From an optimization exercise on the open Yosys and OpenROAD flow, aimed at small area, a short achievable clock period and few clock cycles; shortcuts taken in it are not production practice. At most, simulation tests tie the RTL to the original design; equivalence was not proved.

==> build 18: inputs <==
## exec_stage_md
module exec_stage_md (
    input  wire logic        clk,
    input  wire logic        rst_n,
    input  wire logic        in_valid,
    output      logic        in_ready,
    input  wire logic        flush,
    input  wire logic        md_en,
    input  wire logic [2:0]  md_op,
    input  wire logic [4:0]  alu_ctrl,
    input  wire logic        jump,
    input  wire logic        branch,
    input  wire logic        sel_a_pc,
    input  wire logic        sel_b_imm,
    input  wire logic        tgt_rs1,
    input  wire logic [31:0] rd1,
    input  wire logic [31:0] rd2,
    input  wire logic [31:0] pc,
    input  wire logic [31:0] imm,
    input  wire logic [1:0]  fwd_a,
    input  wire logic [1:0]  fwd_b,
    input  wire logic [31:0] result_w,
    input  wire logic [31:0] alu_result_m,
    output      logic        out_valid,
    input  wire logic        out_ready,
    output      logic [31:0] result,
    output      logic [31:0] write_data,
    output      logic [31:0] pc_target,
    output      logic        redirect,
    output      logic        stall_o
);
==> flow/config.mk <==
export PLATFORM = sky130hd
export DESIGN_NAME = exec_stage_md
export DESIGN_NICKNAME = exec_stage_md
export VERILOG_FILES = /design/flow/design.v
export SDC_FILE = /design/flow/constraint.sdc
export NUM_CORES = 4
export LEC_CHECK = 0
export ABC_AREA = 1
export CAP_MARGIN = 20
export CORE_MARGIN = 2
export CORE_UTILIZATION = 56
export SETUP_SLACK_MARGIN = 2.75
export SLEW_MARGIN = 20
export TNS_END_PERCENT = 0
==> flow/constraint.sdc <==
create_clock -name core_clock -period 11.5 [get_ports {clk}]
set_input_delay 2.3000 -clock core_clock [delete_from_list [all_inputs] [get_ports {clk}]]
set_output_delay 2.3000 -clock core_clock [all_outputs]
set_load 0.01 [all_outputs]
standard.sh (not shown) runs the stock make flow with config.mk's settings and CLKGATE_MAP_FILE= SYNTH_SCRIPT=/design/flow/synth_recipe.tcl, a recipe that flattens the netlist after the stock synthesis.
==> flow/flow/run.sh <==
#!/bin/bash
# Standard layout, except that the port buffers are buf_1 cells rather
# than the delay-buffer cells buffer_ports picks by default.
set -euo pipefail
export BUFFER_PORTS_ARGS="-buffer_cell sky130_fd_sc_hd__buf_1"
bash standard.sh > standard_flow.log 2>&1
==> trial 7: changes against build 18 <==
==> flow/design.v (replaced) <==
`default_nettype none
module lzc32 (
    input  wire logic [31:0] x,
    output      logic [5:0]  z
);
    logic [15:0] v1; logic [15:0]      p1;
    logic [7:0]  v2; logic [7:0][1:0]  p2;
    logic [3:0]  v3; logic [3:0][2:0]  p3;
    logic [1:0]  v4; logic [1:0][3:0]  p4;
    always_comb begin
        for (int i = 0; i < 16; i++) begin
            v1[i] = x[2*i+1] | x[2*i];
            p1[i] = ~x[2*i+1];
        end
        for (int i = 0; i < 8; i++) begin
            v2[i] = v1[2*i+1] | v1[2*i];
            p2[i] = v1[2*i+1] ? {1'b0, p1[2*i+1]} : {1'b1, p1[2*i]};
        end
        for (int i = 0; i < 4; i++) begin
            v3[i] = v2[2*i+1] | v2[2*i];
            p3[i] = v2[2*i+1] ? {1'b0, p2[2*i+1]} : {1'b1, p2[2*i]};
        end
        for (int i = 0; i < 2; i++) begin
            v4[i] = v3[2*i+1] | v3[2*i];
            p4[i] = v3[2*i+1] ? {1'b0, p3[2*i+1]} : {1'b1, p3[2*i]};
        end
        if (v4[1])      z = {2'b00, p4[1]};
        else if (v4[0]) z = {2'b01, p4[0]};
        else            z = 6'd32;
    end
endmodule
module exec_stage_md (
    input  wire logic        clk,
    input  wire logic        rst_n,
    input  wire logic        in_valid,
    output      logic        in_ready,
    input  wire logic        flush,
    input  wire logic        md_en,
    input  wire logic [2:0]  md_op,
    input  wire logic [4:0]  alu_ctrl,
    input  wire logic        jump,
    input  wire logic        branch,
    input  wire logic        sel_a_pc,
    input  wire logic        sel_b_imm,
    input  wire logic        tgt_rs1,
    input  wire logic [31:0] rd1,
    input  wire logic [31:0] rd2,
    input  wire logic [31:0] pc,
    input  wire logic [31:0] imm,
    input  wire logic [1:0]  fwd_a,
    input  wire logic [1:0]  fwd_b,
    input  wire logic [31:0] result_w,
    input  wire logic [31:0] alu_result_m,
    output      logic        out_valid,
    input  wire logic        out_ready,
    output      logic [31:0] result,
    output      logic [31:0] write_data,
    output      logic [31:0] pc_target,
    output      logic        redirect,
    output      logic        stall_o
);
    logic [31:0] rs1, rs2, alu_a, alu_b, alu_out;
    always_comb begin
        case (fwd_a)
            2'b01:   rs1 = result_w;
            2'b10:   rs1 = alu_result_m;
            default: rs1 = rd1;
        endcase
        case (fwd_b)
            2'b01:   rs2 = result_w;
            2'b10:   rs2 = alu_result_m;
            default: rs2 = rd2;
        endcase
    end
    assign alu_a = sel_a_pc  ? pc  : rs1;
    assign alu_b = sel_b_imm ? imm : rs2;
    logic        do_sub;
    logic [32:0] sum;
    logic        lt_u, lt_s, eq;
    assign do_sub = (alu_ctrl != 5'd0);
    assign sum    = {1'b0, alu_a} + {1'b0, alu_b ^ {32{do_sub}}} + {32'd0, do_sub};
    assign lt_u   = ~sum[32];
    assign lt_s   = (alu_a[31] ^ alu_b[31]) ? alu_a[31] : sum[31];
    assign eq     = (alu_a == alu_b);
    logic        is_sll;
    logic [31:0] sh_in, sh_out, sh_rev;
    logic [4:0]  shamt;
    assign is_sll = (alu_ctrl[2:0] == 3'd2);
    assign shamt  = alu_b[4:0];
    always_comb begin
        for (int i = 0; i < 32; i++) sh_in[i] = is_sll ? alu_a[31-i] : alu_a[i];
    end
    assign sh_out = 32'($signed({alu_ctrl[0] & alu_a[31], sh_in}) >>> shamt);
    always_comb begin
        for (int i = 0; i < 32; i++) sh_rev[i] = sh_out[31-i];
    end
    always_comb begin
        case (alu_ctrl)
            5'd0, 5'd1:   alu_out = sum[31:0];
            5'd2:         alu_out = sh_rev;
            5'd3, 5'd12:  alu_out = {31'd0, lt_s};
            5'd4, 5'd14:  alu_out = {31'd0, lt_u};
            5'd5:         alu_out = alu_a ^ alu_b;
            5'd6, 5'd7:   alu_out = sh_out;
            5'd8:         alu_out = alu_a | alu_b;
            5'd9:         alu_out = alu_a & alu_b;
            5'd10:        alu_out = {31'd0, eq};
            5'd11:        alu_out = {31'd0, ~eq};
            5'd13:        alu_out = {31'd0, ~lt_s};
            5'd15:        alu_out = {31'd0, ~lt_u};
            5'd16:        alu_out = alu_b;
            default:      alu_out = 32'd0;
        endcase
    end
    logic [31:0] tgt_sum, pc_tgt;
    assign tgt_sum = (tgt_rs1 ? rs1 : pc) + imm;
    assign pc_tgt  = {tgt_sum[31:1], tgt_sum[0] & ~tgt_rs1};
    typedef enum logic [1:0] {
        S_IDLE = 2'd0,
        S_MUL  = 2'd1,
        S_DIV  = 2'd2,
        S_DONE = 2'd3
    } state_t;
    state_t      state_q, state_d;
    logic [2:0]  op_q;
    logic [3:0]  cnt_q;
    logic [1:0]  jm1_q;
    logic [31:0] B_q, H_q, BL_q;
    logic        bneg_q, neg_q_q, neg_r_q;
    logic [31:0] pct_q;
    logic live, is_idle;
    assign live    = rst_n & ~flush;
    assign is_idle = (state_q == S_IDLE);
    logic [2:0]  mop;
    logic        ma_sgn, mb_sgn;
    assign mop    = is_idle ? md_op : op_q;
    assign ma_sgn = (mop[1:0] == 2'd1) | (mop[1:0] == 2'd2);
    assign mb_sgn = (mop[1:0] == 2'd1);
    logic       in_ma_sgn;
    logic [1:0] in_jm1;
    logic       ext8, ext16, ext24;
    assign in_ma_sgn = (md_op[1:0] == 2'd1) | (md_op[1:0] == 2'd2);
    assign ext8  = (rs1[31:8]  == {24{in_ma_sgn & rs1[7]}});
    assign ext16 = (rs1[31:16] == {16{in_ma_sgn & rs1[15]}});
    assign ext24 = (rs1[31:24] == {8{in_ma_sgn & rs1[23]}});
    assign in_jm1 = ext8 ? 2'd0 : ext16 ? 2'd1 : ext24 ? 2'd2 : 2'd3;
    logic               m_last;
    logic [31:0]        m_b_src, m_h_src;
    logic [7:0]         m_c_src;
    logic signed [32:0] m_b, m_h;
    logic signed [8:0]  m_c;
    logic signed [41:0] m_sum;
    assign m_last  = is_idle ? (in_jm1 == 2'd0) : (cnt_q[1:0] == jm1_q);
    assign m_b_src = is_idle ? rs2      : B_q;
    assign m_c_src = is_idle ? rs1[7:0] : BL_q[7:0];
    assign m_h_src = is_idle ? 32'd0    : H_q;
    assign m_b     = {mb_sgn & m_b_src[31], m_b_src};
    assign m_h     = {mb_sgn & m_h_src[31], m_h_src};
    assign m_c     = {ma_sgn & m_last & m_c_src[7], m_c_src};
    assign m_sum   = m_b * m_c + m_h;
    logic        d_sgn, a_neg, b_neg, d_zero, q_zero;
    logic [31:0] a_mag, b_x;
    logic [5:0]  za, zb;
    logic [6:0]  s_raw;
    logic [5:0]  s_amt;
    logic [63:0] n_sh;
    assign d_sgn  = ~md_op[0];
    assign a_neg  = d_sgn & rs1[31];
    assign b_neg  = d_sgn & rs2[31];
    assign a_mag  = a_neg ? -rs1 : rs1;
    assign b_x    = rs2 ^ {32{b_neg}};        
    assign d_zero = (rs2 == 32'd0);
    lzc32 u_lza (.x(a_mag), .z(za));
    lzc32 u_lzb (.x(b_x),   .z(zb));
    assign q_zero = (zb < za);
    assign s_raw  = 7'd31 + {1'b0, za} - {1'b0, zb};
    assign s_amt  = (q_zero | d_zero) ? 6'd32 : (s_raw[6] ? 6'd0 : {s_raw[5:1], 1'b0});
    assign n_sh   = {32'd0, a_mag} << s_amt;
    logic [32:0] dv;
    logic [33:0] t1, t2;
    logic        q1, q2;
    logic [31:0] r1, r2;
    assign dv = {1'b1, B_q ^ {32{~bneg_q}}};
    assign t1 = {1'b0, H_q, BL_q[31]} + {1'b0, dv} + {33'd0, ~bneg_q};
    assign q1 = t1[33];
    assign r1 = q1 ? t1[31:0] : {H_q[30:0], BL_q[31]};
    assign t2 = {1'b0, r1, BL_q[30]} + {1'b0, dv} + {33'd0, ~bneg_q};
    assign q2 = t2[33];
    assign r2 = q2 ? t2[31:0] : {r1[30:0], BL_q[30]};
    logic accept;
    assign accept = is_idle & in_valid & md_en;
    always_comb begin
        state_d = state_q;
        case (state_q)
            S_IDLE: if (in_valid && md_en)
                        state_d = md_op[2] ? ((q_zero || d_zero) ? S_DONE : S_DIV)
                                           : ((in_jm1 == 2'd0) ? S_DONE : S_MUL);
            S_MUL:  if (m_last) state_d = S_DONE;
            S_DIV:  if (cnt_q == 4'd0) state_d = S_DONE;
            S_DONE: if (out_ready) state_d = S_IDLE;
            default: state_d = S_IDLE;
        endcase
        if (flush) state_d = S_IDLE;
    end
    always_ff @(posedge clk or negedge rst_n) begin
        if (!rst_n) state_q <= S_IDLE;
        else        state_q <= state_d;
    end
    always_ff @(posedge clk) begin
        case (state_q)
            S_IDLE: if (in_valid && md_en) begin
                op_q   <= md_op;
                B_q    <= rs2;
                pct_q  <= pc_tgt;
                if (md_op[2]) begin
                    H_q     <= n_sh[63:32];
                    BL_q    <= n_sh[31:0] | {32{d_zero}};
                    cnt_q   <= ~s_amt[4:1];
                    jm1_q   <= 2'd3;
                    bneg_q  <= b_neg;
                    neg_q_q <= (a_neg ^ b_neg) & ~d_zero;
                    neg_r_q <= a_neg;
                end else begin
                    H_q   <= m_sum[39:8];
                    BL_q  <= {m_sum[7:0], rs1[31:8]};
                    cnt_q <= 4'd1;
                    jm1_q <= in_jm1;
                end
            end
            S_MUL: begin
                H_q   <= m_sum[39:8];
                BL_q  <= {m_sum[7:0], BL_q[31:8]};
                cnt_q <= cnt_q + 4'd1;
            end
            S_DIV: begin
                H_q   <= r2;
                BL_q  <= {BL_q[29:0], q1, q2};
                cnt_q <= cnt_q - 4'd1;
            end
            default: ;
        endcase
    end
    logic        is_div, sel_hi, neg_res, p_ext;
    logic [2:0]  k;
    logic [95:0] v;
    logic [31:0] md_raw, md_res;
    assign is_div  = op_q[2];
    assign sel_hi  = is_div ? op_q[1] : (op_q[1:0] != 2'd0);
    assign neg_res = is_div & (op_q[1] ? neg_r_q : neg_q_q);
    assign p_ext   = ~is_div & ((op_q[1:0] == 2'd1) | (op_q[1:0] == 2'd2)) & H_q[31];
    assign k       = {sel_hi, ~jm1_q};
    assign v       = {{32{p_ext}}, H_q, BL_q};
    assign md_raw  = v[{k, 3'b000} +: 32];
    assign md_res  = (md_raw ^ {32{neg_res}}) + {31'd0, neg_res};
    logic is_done;
    assign is_done = (state_q == S_DONE);
    assign in_ready   = is_idle;
    assign out_valid  = live & (is_idle ? (in_valid & ~md_en) : is_done);
    assign redirect   = live & is_idle & in_valid & ~md_en & (jump | (branch & alu_out[0]));
    assign stall_o    = live & ~is_idle & ~(is_done & out_ready);
    assign result     = is_idle ? alu_out : md_res;
    assign write_data = is_idle ? rs2     : B_q;
    assign pc_target  = is_idle ? pc_tgt  : pct_q;
endmodule
`default_nettype wire
==> flow/run.sh (new file) <==
#!/bin/bash
# synth_recipe.tcl (not shown) runs the flow's synth.tcl, then flattens the netlist and writes it again
# the make line also repeats each setting of config.mk as NAME=value (left out here)
make -C /OpenROAD-flow-scripts/flow DESIGN_CONFIG=/design/flow/config.mk WORK_HOME=/design/flow/orfs CLKGATE_MAP_FILE= SYNTH_SCRIPT=/design/flow/synth_recipe.tcl finish
==> flow/config.mk (replaced) <==
export PLATFORM = sky130hd
export DESIGN_NAME = exec_stage_md
export DESIGN_NICKNAME = exec_stage_md
export VERILOG_FILES = /design/flow/design.v
export SDC_FILE = /design/flow/constraint.sdc
export NUM_CORES = 4
export LEC_CHECK = 0
export CAP_MARGIN = 20
export CORE_MARGIN = 2
export CORE_UTILIZATION = 50
export SETUP_SLACK_MARGIN = 3.0
export SLEW_MARGIN = 20
removed: flow/flow/run.sh
removed: flow/standard.sh
==> trial 22: changes against build 18 <==
==> flow/flow/run.sh (replaced) <==
#!/bin/bash
# Standard layout, except that the port buffers are buf_2 cells rather
# than the delay-buffer cells buffer_ports picks by default.
set -euo pipefail
export BUFFER_PORTS_ARGS="-buffer_cell sky130_fd_sc_hd__buf_2"
bash standard.sh > standard_flow.log 2>&1
==> flow/config.mk (replaced) <==
export PLATFORM = sky130hd
export DESIGN_NAME = exec_stage_md
export DESIGN_NICKNAME = exec_stage_md
export VERILOG_FILES = /design/flow/design.v
export SDC_FILE = /design/flow/constraint.sdc
export NUM_CORES = 4
export LEC_CHECK = 0
export CAP_MARGIN = 20
export CORE_MARGIN = 2
export CORE_UTILIZATION = 50
export SETUP_SLACK_MARGIN = 2.0
export SLEW_MARGIN = 20
==> run notes <==
Multi-input combinational gate total: trial 7 4058; trial 22 4096; build 18 4966
Number of antenna cells inserted: trial 7 13; trial 22 6; build 18 1
Critical register-to-register path startpoint: trial 7 bneg_q; trial 22 s_q[1]; build 18 s_q[1]
Via count of the routed design: trial 7 44950; trial 22 42450; build 18 48320
Routed met2 length: trial 7 80.38 mm; trial 22 80.05 mm; build 18 78.17 mm
Share of synthesized cell area in full adder, half adder and majority cells: trial 7 0.2357; trial 22 0.1884; build 18 0.1863
Area of the die: trial 7 0.08161 mm²; trial 22 0.07885 mm²; build 18 0.07131 mm²
Worst Reg2Reg Path Length in Cells: trial 7 33; trial 22 31; build 18 39
Met1 routed wirelength after detailed routing: trial 7 74.02 mm; trial 22 68.83 mm; build 18 65.89 mm
Worst Hold End: trial 7 state_q[0]; trial 22 state_q[1]; build 18 state_q[0]
Setup slack of the critical path after layout: trial 7 1.196 ns; trial 22 2.042 ns; build 18 2.701 ns
Met2 global-route usage: trial 7 0.6586; trial 22 0.6982; build 18 0.7630
Biggest area consumer among synthesized cells: trial 7 sky130_fd_sc_hd__fa_1; trial 22 sky130_fd_sc_hd__edfxtp_1; build 18 sky130_fd_sc_hd__nand2_1
Outcome: trial 7 finished clean; trial 22 finished clean; build 18 finished clean
Seq. cell area: trial 7 0.004254 mm²; trial 22 0.004434 mm²; build 18 0.004434 mm²
Clock network area share: trial 7 0.01042; trial 22 0.01361; build 18 0.01407
Arrival @ worst endpoint: trial 7 10.55 ns; trial 22 7.16 ns; build 18 6.50 ns
Met1 Resource Use GR: trial 7 0.6187; trial 22 0.5677; build 18 0.6387
Worst max-slew margin expressed relative to the limit: trial 7 0.2422; trial 22 0.1636; build 18 0.1168
Start point of the worst hold path: trial 7 state_q[0]; trial 22 state_q[1]; build 18 state_q[0]
Routed length on met3: trial 7 27.22 mm; trial 22 22.48 mm; build 18 27.26 mm
Post-detailed-route via-to-cell ratio: trial 7 6.639; trial 22 6.762; build 18 6.560
Testbench counts of build 18, summed over its fixed seeds: cycles 7,586.
Testbench counts of trial 22, summed over its fixed seeds: cycles 7,586.
Function not checked in trial 7: the RTL went through the layout flow alone.

-- separate check: timing with driven ports --
The flow's constraints put no driver on any port. The routed layouts listed below were extracted and timed again, unchanged, in two steps.
Step 1: set_driving_cell puts a clkbuf_16 on clk and a buf_2 on each other input, an assumption about the parent block.
Step 2 adds t to the input delays and takes it off the output delays; t is the mean of the earliest and latest rising clock arrival at the registers after step 1. Input paths then give back, and output paths get back, about the clock's delay inside the block.
Three values: no drivers, after step 1, after step 2; two values: the first two.
run | shift t [ns] | setup WS [ns] | cell pins on the clock port's net
build 18 | 0.575 | 2.701 / 2.678 / 2.291 | 1
trial 7 | 0.556 | 1.196 / 1.191 / 0.669 | 1
trial 22 | 0.567 | 2.042 / 2.021 / 1.678 | 1
After both steps every run listed still meets setup and hold. For trial 7, which loses most, drivers alone change the setup slack by -0.005 ns; drivers and shift together by -0.527 ns.
